What follows belongs to an exercise in optimizing a design on an open flow for small area; a production flow would make more cautious choices. Function was checked by simulation only, so behaviour that the tests miss may differ from the original. Power and IR drop assume default switching activity.

File: design/flow/design.v
`default_nettype none
package spc_pkg;
    localparam int OPCODE_W = 8;
    localparam int ADDR_W   = 16;
    localparam int DATA_W   = 32;
    localparam int CS_W  = 4;
    localparam int DEV_W = 2;
    localparam logic [ADDR_W-1:0] RD_ADDR_SPI = 'h0001;
    typedef enum logic [OPCODE_W-1:0] {
        OP_SPI_XFER = 8'h02,
        OP_PWM_CFG  = 8'h07,
        OP_READ     = 8'h08
    } opcode_e;
endpackage
`default_nettype wire
`default_nettype none
module spc_cmd_decoder #(
    parameter int NUM_PWM = 8
) (
    input  wire logic                          clk,
    input  wire logic                          rst_n,
    input  wire logic [spc_pkg::OPCODE_W-1:0]  cmd_opcode,
    input  wire logic [spc_pkg::ADDR_W-1:0]    cmd_addr,
    input  wire logic [spc_pkg::DATA_W-1:0]    cmd_data,
    input  wire logic                          cmd_valid,
    input  wire logic                          tx_done,
    input  wire logic [spc_pkg::DATA_W-1:0]    spi_rx_word,
    output logic                               spi_start,
    output logic [spc_pkg::DEV_W-1:0]          spi_dev,
    output logic [spc_pkg::DATA_W-1:0]         spi_wdata,
    output logic                               pwm_wr,
    output logic [((NUM_PWM > 1) ? $clog2(NUM_PWM) : 1)-1:0] pwm_sel,
    output logic [spc_pkg::DATA_W-1:0]         pwm_wdata,
    output logic [spc_pkg::DATA_W-1:0]         tx_data,
    output logic                               tx_en
);
    localparam int SEL_W = (NUM_PWM > 1) ? $clog2(NUM_PWM) : 1;
    spc_pkg::opcode_e                op;
    logic                            pwm_addr_ok;
    logic                            rd_hit;
    logic [spc_pkg::DATA_W-1:0]      rd_word;
    assign op = spc_pkg::opcode_e'(cmd_opcode);
    assign pwm_addr_ok = int'(cmd_addr) < NUM_PWM;
    always_comb begin
        spi_start = 1'b0;
        pwm_wr    = 1'b0;
        rd_hit    = 1'b0;
        if (cmd_valid) begin
            case (op)
                spc_pkg::OP_SPI_XFER: spi_start = 1'b1;
                spc_pkg::OP_PWM_CFG:  pwm_wr    = pwm_addr_ok;
                spc_pkg::OP_READ:     rd_hit    = 1'b1;
                default: ;
            endcase
        end
    end
    assign spi_dev   = cmd_addr[spc_pkg::DEV_W-1:0];
    assign spi_wdata = cmd_data;
    assign pwm_sel   = cmd_addr[SEL_W-1:0];
    assign pwm_wdata = cmd_data;
    assign rd_word = (cmd_addr == spc_pkg::RD_ADDR_SPI) ? spi_rx_word : '0;
    always_ff @(posedge clk or negedge rst_n) begin
        if (!rst_n) begin
            tx_en <= 1'b0;
        end else if (rd_hit) begin
            tx_en <= 1'b1;
        end else if (tx_done && !cmd_valid) begin
            tx_en <= 1'b0;
        end
    end
    always_ff @(posedge clk) begin
        if (rd_hit) begin
            tx_data <= rd_word;
        end
    end
endmodule
`default_nettype wire
`default_nettype none
module spc_spi_master (
    input  wire logic                        clk,
    input  wire logic                        rst_n,
    input  wire logic                        spi_start,
    input  wire logic [spc_pkg::DEV_W-1:0]   spi_dev,
    input  wire logic [spc_pkg::DATA_W-1:0]  spi_wdata,
    input  wire logic                        spi_miso,
    output logic                             spi_sclk,
    output logic                             spi_mosi,
    output logic [spc_pkg::CS_W-1:0]         spi_cs,
    output logic [spc_pkg::DATA_W-1:0]       spi_rx_word
);
    localparam int CNT_W = $clog2(spc_pkg::DATA_W);
    typedef enum logic {
        ST_IDLE,
        ST_SHIFT
    } spi_state_e;
    spi_state_e                  state;
    logic [CNT_W-1:0]            bit_cnt;
    logic [spc_pkg::DATA_W-1:0]  shift_reg;
    logic [spc_pkg::CS_W-1:0]    cs_sel;
    logic [spc_pkg::DATA_W-1:0]  shift_next;
    logic                        last_bit;
    assign cs_sel = {{(spc_pkg::CS_W-1){1'b0}}, 1'b1} << spi_dev;
    assign shift_next = {shift_reg[spc_pkg::DATA_W-2:0], spi_miso};
    assign last_bit = (bit_cnt == '0);
    always_ff @(posedge clk or negedge rst_n) begin
        if (!rst_n) begin
            state     <= ST_IDLE;
            spi_sclk  <= 1'b0;
            spi_mosi  <= 1'b0;
            spi_cs    <= '1;
            bit_cnt   <= '0;
        end else begin
            case (state)
                ST_IDLE: begin
                    spi_sclk <= 1'b0;
                    if (spi_start) begin
                        state   <= ST_SHIFT;
                        spi_cs  <= ~cs_sel;
                        bit_cnt <= CNT_W'(spc_pkg::DATA_W - 1);
                    end
                end
                ST_SHIFT: begin
                    spi_sclk <= ~spi_sclk;
                    if (spi_sclk) begin
                        spi_mosi <= shift_reg[spc_pkg::DATA_W-1];
                        if (last_bit) begin
                            state  <= ST_IDLE;
                            spi_cs <= '1;
                        end else begin
                            bit_cnt <= bit_cnt - 1'b1;
                        end
                    end
                end
                default: begin
                    state    <= ST_IDLE;
                    spi_sclk <= 1'b0;
                    spi_cs   <= '1;
                end
            endcase
        end
    end
    always_ff @(posedge clk) begin
        if (state == ST_IDLE && spi_start) begin
            shift_reg <= spi_wdata;
        end else if (state == ST_SHIFT && spi_sclk) begin
            shift_reg <= shift_next;
        end
    end
    always_ff @(posedge clk or negedge rst_n) begin
        if (!rst_n) begin
            spi_rx_word <= '0;
        end else if (state == ST_SHIFT && spi_sclk && last_bit) begin
            spi_rx_word <= shift_next;
        end
    end
endmodule
`default_nettype wire
`default_nettype none
module spc_pwm_bank #(
    parameter int NUM_PWM   = 8,
    parameter int PWM_CNT_W = 16
) (
    input  wire logic                          clk,
    input  wire logic                          rst_n,
    input  wire logic                          pwm_wr,
    input  wire logic [((NUM_PWM > 1) ? $clog2(NUM_PWM) : 1)-1:0] pwm_sel,
    input  wire logic [spc_pkg::DATA_W-1:0]    pwm_wdata,
    output logic [NUM_PWM-1:0]                 pwm_out
);
    localparam int SEL_W = (NUM_PWM > 1) ? $clog2(NUM_PWM) : 1;
    localparam int PER_LSB = spc_pkg::DATA_W / 2;
    if (PWM_CNT_W > spc_pkg::DATA_W / 2) begin : g_width_check
        $error("PWM_CNT_W does not fit half of the data word");
    end
    for (genvar i = 0; i < NUM_PWM; i++) begin : g_ch
        logic [PWM_CNT_W-1:0] period_q;
        logic [PWM_CNT_W-1:0] duty_q;
        logic [PWM_CNT_W-1:0] cnt_q;
        logic                 wr_hit;
        assign wr_hit = pwm_wr && (pwm_sel == SEL_W'(i));
        always_ff @(posedge clk or negedge rst_n) begin
            if (!rst_n) begin
                period_q <= '0;
                duty_q   <= '0;
                cnt_q    <= '0;
            end else if (wr_hit) begin
                period_q <= pwm_wdata[PER_LSB +: PWM_CNT_W];
                duty_q   <= pwm_wdata[0 +: PWM_CNT_W];
                cnt_q    <= '0;
            end else if (period_q == '0 || cnt_q == period_q - 1'b1) begin
                cnt_q <= '0;
            end else begin
                cnt_q <= cnt_q + 1'b1;
            end
        end
        assign pwm_out[i] = (period_q != '0) && (cnt_q < duty_q);
    end
endmodule
`default_nettype wire
`default_nettype none
module spc_top #(
    parameter int NUM_PWM   = 8,
    parameter int PWM_CNT_W = 16
) (
    input  wire logic                          clk,
    input  wire logic                          rst_n,
    input  wire logic [spc_pkg::OPCODE_W-1:0]  cmd_opcode,
    input  wire logic [spc_pkg::ADDR_W-1:0]    cmd_addr,
    input  wire logic [spc_pkg::DATA_W-1:0]    cmd_data,
    input  wire logic                          cmd_valid,
    output logic                               spi_sclk,
    output logic                               spi_mosi,
    input  wire logic                          spi_miso,
    output logic [spc_pkg::CS_W-1:0]           spi_cs,
    output logic [NUM_PWM-1:0]                 pwm_out,
    output logic [spc_pkg::DATA_W-1:0]         tx_data,
    output logic                               tx_en,
    input  wire logic                          tx_done
);
    localparam int SEL_W = (NUM_PWM > 1) ? $clog2(NUM_PWM) : 1;
    logic                        spi_start;
    logic [spc_pkg::DEV_W-1:0]   spi_dev;
    logic [spc_pkg::DATA_W-1:0]  spi_wdata;
    logic [spc_pkg::DATA_W-1:0]  spi_rx_word;
    logic                        pwm_wr;
    logic [SEL_W-1:0]            pwm_sel;
    logic [spc_pkg::DATA_W-1:0]  pwm_wdata;
    spc_cmd_decoder #(
        .NUM_PWM (NUM_PWM)
    ) i_decoder (
        .clk         (clk),
        .rst_n       (rst_n),
        .cmd_opcode  (cmd_opcode),
        .cmd_addr    (cmd_addr),
        .cmd_data    (cmd_data),
        .cmd_valid   (cmd_valid),
        .tx_done     (tx_done),
        .spi_rx_word (spi_rx_word),
        .spi_start   (spi_start),
        .spi_dev     (spi_dev),
        .spi_wdata   (spi_wdata),
        .pwm_wr      (pwm_wr),
        .pwm_sel     (pwm_sel),
        .pwm_wdata   (pwm_wdata),
        .tx_data     (tx_data),
        .tx_en       (tx_en)
    );
    spc_spi_master i_spi (
        .clk         (clk),
        .rst_n       (rst_n),
        .spi_start   (spi_start),
        .spi_dev     (spi_dev),
        .spi_wdata   (spi_wdata),
        .spi_miso    (spi_miso),
        .spi_sclk    (spi_sclk),
        .spi_mosi    (spi_mosi),
        .spi_cs      (spi_cs),
        .spi_rx_word (spi_rx_word)
    );
    spc_pwm_bank #(
        .NUM_PWM   (NUM_PWM),
        .PWM_CNT_W (PWM_CNT_W)
    ) i_pwm (
        .clk       (clk),
        .rst_n     (rst_n),
        .pwm_wr    (pwm_wr),
        .pwm_sel   (pwm_sel),
        .pwm_wdata (pwm_wdata),
        .pwm_out   (pwm_out)
    );
endmodule
`default_nettype wire
File: design/flow/run.sh
#!/bin/bash
# synth_recipe.tcl (not shown) runs the flow's synth.tcl, then flattens the netlist and writes it again
# the make line also repeats each setting of config.mk as NAME=value (left out here)
make -C /OpenROAD-flow-scripts/flow DESIGN_CONFIG=/design/flow/config.mk WORK_HOME=/design/flow/orfs CLKGATE_MAP_FILE= SYNTH_SCRIPT=/design/flow/synth_recipe.tcl finish
File: design/flow/config.mk
export PLATFORM = sky130hd
export DESIGN_NAME = spc_top
export DESIGN_NICKNAME = spc_top
export VERILOG_FILES = /design/flow/design.v
export SDC_FILE = /design/flow/constraint.sdc
export NUM_CORES = 4
export LEC_CHECK = 0
export CAP_MARGIN = 20
export CORE_MARGIN = 2
export CORE_UTILIZATION = 40
export SLEW_MARGIN = 20
File: design/flow/constraint.sdc
create_clock -name core_clock -period 5.0 [get_ports {clk}]
set_input_delay 1.0000 -clock core_clock [delete_from_list [all_inputs] [get_ports {clk}]]
set_output_delay 1.0000 -clock core_clock [all_outputs]
set_load 0.01 [all_outputs]
==> notes.md <==
==> worst max-delay path: stages (launching register included) <==
cell and delay (ps):
dfrtp_1 440, or4_1 570, nor3_1 580, nand4b_1 350
o2111ai_1 160, nor2_1 80, clkdlybuf4s50_1 490
==> metal layers <==
metal	share of wire [%]	up-vias	wire length [um]	GRT usage [%]
met2	47	474	33950	33.90
met3	4.8	148	3534	3.262
met4	4.0	2	2920	8.002
met1	45	9855	32570	27.86
li1	-	9271	-	-
met5	0.018	-	13	0
==> stage by stage <==
stage / util [%] / std cells / power [uW]
final: 46.22 / 3635 / 9618
after global routing: 46.22 / 3635 / 9977
after CTS: 46.20 / 3635 / 9739
after detailed placement: 43.30 / 3534 / 5349
after global placement: 43.29 / 3534 / 5319
after floorplan: - / 2669 / 4928
==> cells in the final DEF, fill, tap and decap left out, types with 7 or more instances in the layout <==
| cell type | count |
|---|---|
| nand3_1 | 66 |
| nand2b_1 | 21 |
| clkbuf_8 | 11 |
| nand2_1 | 275 |
| buf_4 | 20 |
| and3_1 | 26 |
| nor2b_1 | 24 |
| and2_1 | 38 |
| xnor2_1 | 139 |
| a31oi_1 | 16 |
| or2_2 | 11 |
| nor3_1 | 56 |
| mux2i_1 | 7 |
| nor3b_1 | 9 |
| dfrtp_1 | 425 |
| clkbuf_1 | 8 |
| clkinv_2 | 10 |
| ha_1 | 146 |
| nand4_1 | 45 |
| or4_1 | 20 |
| or3_1 | 7 |
| a211oi_1 | 9 |
| bufinv_16 | 8 |
| inv_1 | 166 |
| clkdlybuf4s50_1 | 106 |
| nor4_1 | 29 |
| a21o_1 | 30 |
| clkbuf_16 | 58 |
| edfxtp_1 | 64 |
| o2111ai_1 | 15 |
| xor2_1 | 138 |
| o21ai_0 | 65 |
| mux2_2 | 259 |
| a21oi_1 | 61 |
| nor2_1 | 241 |
==> worst min path at each step <==
stage / start / end / slack, ps / depth (start not counted)
after CTS: rst_n / i_pwm.g_ch[0].cnt_q[11]$_DFF_PN0_ / 390 / 1
after global routing: rst_n / i_pwm.g_ch[0].cnt_q[11]$_DFF_PN0_ / 420 / 1
after detailed placement: i_spi.shift_reg[31]$_DFFE_PP_ / i_spi.spi_mosi$_DFFE_PN0P_ / 470 / 1
after floorplan: i_pwm.g_ch[4].duty_q[0]$_DFFE_PN0P_ / i_pwm.g_ch[4].duty_q[0]$_DFFE_PN0P_ / 440 / 2
after global placement: i_spi.shift_reg[31]$_DFFE_PP_ / i_spi.spi_mosi$_DFFE_PN0P_ / 470 / 1
final: rst_n / i_pwm.g_ch[0].cnt_q[11]$_DFF_PN0_ / 350 / 1
==> logic make-up after synthesis <==
group	after synthesis
AOI/OAI and AO/OA	265
xor gates and xnor gates	278
adders and majority gates	148
buffers and inverters	304
DFF	493
muxes	266
and+or+nand+nor	915
==> final cells by class <==
cell class	count	area, um^2
inverter	166	623.1
tap	873	1092
clock inverter	24	326.6
fill	6238	36310
multi-input combinational	1872	13580
sequential	493	12660
timing repair buffer	130	1286
clock buffer	77	1633
==> power groups by stage <==
stage                     Combinational (uW)  Sequential, uW  Clock [uW]
after floorplan                          339            4590           0
after global placement                   663            4660           0
after detailed placement                 689            4660           0
after CTS                                688            4590        4460
after global routing                     752            4620        4610
final                                    675            4590        4350
==> results.sh <==
export IMPL_p_comb_share_pct=7.0
export IMPL_endpoint_kind="output pin"
export IMPL_viasPerCell=5.433
export IMPL_synth_compound_area_share_pct=6.585
export IMPL_ys_seq_elements=493
export IMPL_p_int_uw=7352
export IMPL_cts_buffer_depth=3
export IMPL_grt_pass1_wl_um=114900
export IMPL_ff2ff_path_depth=7
export IMPL_synth_fa_ha_area_share_pct=6.736
export IMPL_ant_nets=0
export IMPL_dieArea_um2=70650
export IMPL_async_flop_share_pct=87.02
export IMPL_vias=19750
export IMPL_ir_drop_mv=0.2495
export IMPL_drt_wl_total_um=72990
export IMPL_num_antenna_cells=0
export IMPL_dr_first_iter_drc_count=1438
export IMPL_yosys_top_cells_area="dfrtp_1 (39%), mux2_2 (11%), edfxtp_1 (7.0%)"
export IMPL_synthMuxAreaShare_pct=10.89
export IMPL_grt_max_degree=115
export IMPL_netlist_top_cells_count="dfrtp_1 (425), nand2_1 (275), mux2_2 (259)"
export IMPL_clk_latency_ps=610
export IMPL_slew_headroom_pct=22.24
export IMPL_setup_viol=0
export IMPL_synth_top_family_by_area="simple AND/OR/NAND/NOR gates"
export IMPL_synthDominantCellAreaShare_pct=38.79
export IMPL_worstSetupStartpoint="i_pwm.g_ch[7].period_q[4]$_DFFE_PN0P_"
export IMPL_reg2reg_from="i_pwm.g_ch[7].period_q[4]$_DFFE_PN0P_"
export IMPL_start_util_pct=40.61
export IMPL_synth_xor_area_share_pct=8.931
export IMPL_period_share_pct=85.50
export IMPL_critPathKind="reg -> out"
export IMPL_max_freq_mhz=233.9
export IMPL_core_area_um2=67510
export IMPL_num_io_pins=108
export IMPL_maxCapViolations=0
export IMPL_cp_start_kind="flop"
export IMPL_setup_tns_ps=0
export IMPL_drive_gt1_share_pct=15.31
export IMPL_seq_power_share_pct=47.7
export IMPL_post_cts_buffers=0
export IMPL_fin_hold_ws_ps=349.0
export IMPL_nNetsFinal=2925
export IMPL_rows=95
export IMPL_gr_total_overflow=0
export IMPL_p_leak_uw=0.01436
export IMPL_cp_max_fo=7
export IMPL_seq_area_frac_synth_pct=46.18
export IMPL_cts_buffers=55
export IMPL_grt_pass1_vias=20130
export IMPL_fin_area_um2=31200
export IMPL_top_regs="i_pwm.g_ch.cnt_q (128), i_pwm.g_ch.duty_q (128), i_pwm.g_ch.period_q (128)"
export IMPL_place_congestion=0.8666
export IMPL_holdCritPathClass="in -> async"
export IMPL_status="finished clean"
export IMPL_yosysTopAreaCell="dfrtp_1"
export IMPL_synth_distinct_cells=82
export IMPL_root_buffer="clkbuf_16"
export IMPL_fin_ws_ps=724.8
export IMPL_p_clk_share_pct=45.3
export IMPL_synthFlopType="dfrtp_1"
export IMPL_antenna_found_initial=6
export IMPL_crit_end="pwm_out[7]"
export IMPL_tightest_slew_ps=1163
export IMPL_cts_hold_buf=0
export IMPL_h_tree_depth=2
export IMPL_netSwitchingPower_uw=2265
export IMPL_skew_ps=16.19
export IMPL_syn2layout_area_growth_pct=13.81
export IMPL_die_x_um=265.8
export IMPL_synth_edff_count=64
export IMPL_dpl_hpwl_um=49360
export IMPL_die_h_um=265.8
export IMPL_rsz0062_at_grt="false"
export IMPL_finalHoldViolCount=0
export IMPL_cts_resized=0
export IMPL_grt_usage_pct=20.80
export IMPL_firstDrtPassIters=5
export IMPL_yosys_area_share_simple_pct=16.26
export IMPL_numClockSinks=493
export IMPL_cts_tree="built"
export IMPL_synthCells=2669
export IMPL_cp_arrival_ps=3280
export IMPL_port_buffer_count=107
export IMPL_min_period_ps=4275
export IMPL_wl_per_cell_um=20.08
export IMPL_cp_required_ps=4000
export IMPL_avgSynthCellArea_um2=10.27
export IMPL_path_clk_slew_ps=60
export IMPL_r2r_end="i_pwm.g_ch[7].cnt_q[8]$_DFF_PN0_"
export IMPL_sw_frac_of_total_pct=23.55
export IMPL_r2r_slack_ps=1630
export IMPL_yosysWarnings=3
export IMPL_drv_slew=0
export IMPL_syn_nets=2876
export IMPL_netlist_area_um2=27420
export IMPL_drc=0
export IMPL_post_place_ws_ps=988.5
export IMPL_dpl_instance_area_um2=29230
export IMPL_p_per_area_nw_per_um2=308.2
export IMPL_yosysMostFrequentCell="dfrtp_1"

[what the ideal ports hide]
The results above use ideal ports. As a check the final layout listed here was re-extracted and re-timed, cells and wires unchanged. Step 1 sets driving cells, clkbuf_16 on the clock port and buf_2 on the other inputs (assumed; they add their load-dependent delay and slew). Step 2, shift: input delay + t, output delay - t, t = (earliest + latest rising clock arrival at the registers) / 2. This alone moves slack from input paths to output paths. Slacks: ideal ports / drivers / drivers and shift; pairs: ideal ports / drivers.
shift t [ns]: 0.667
setup WS [ns]: 0.725 / 0.666 / 0.978
slew at the worst register clock pin (ns): 0.07 / 0.07
After both steps this run still meets setup and hold. For this run, drivers alone change the setup slack by -0.059 ns; drivers and shift together by +0.253 ns.
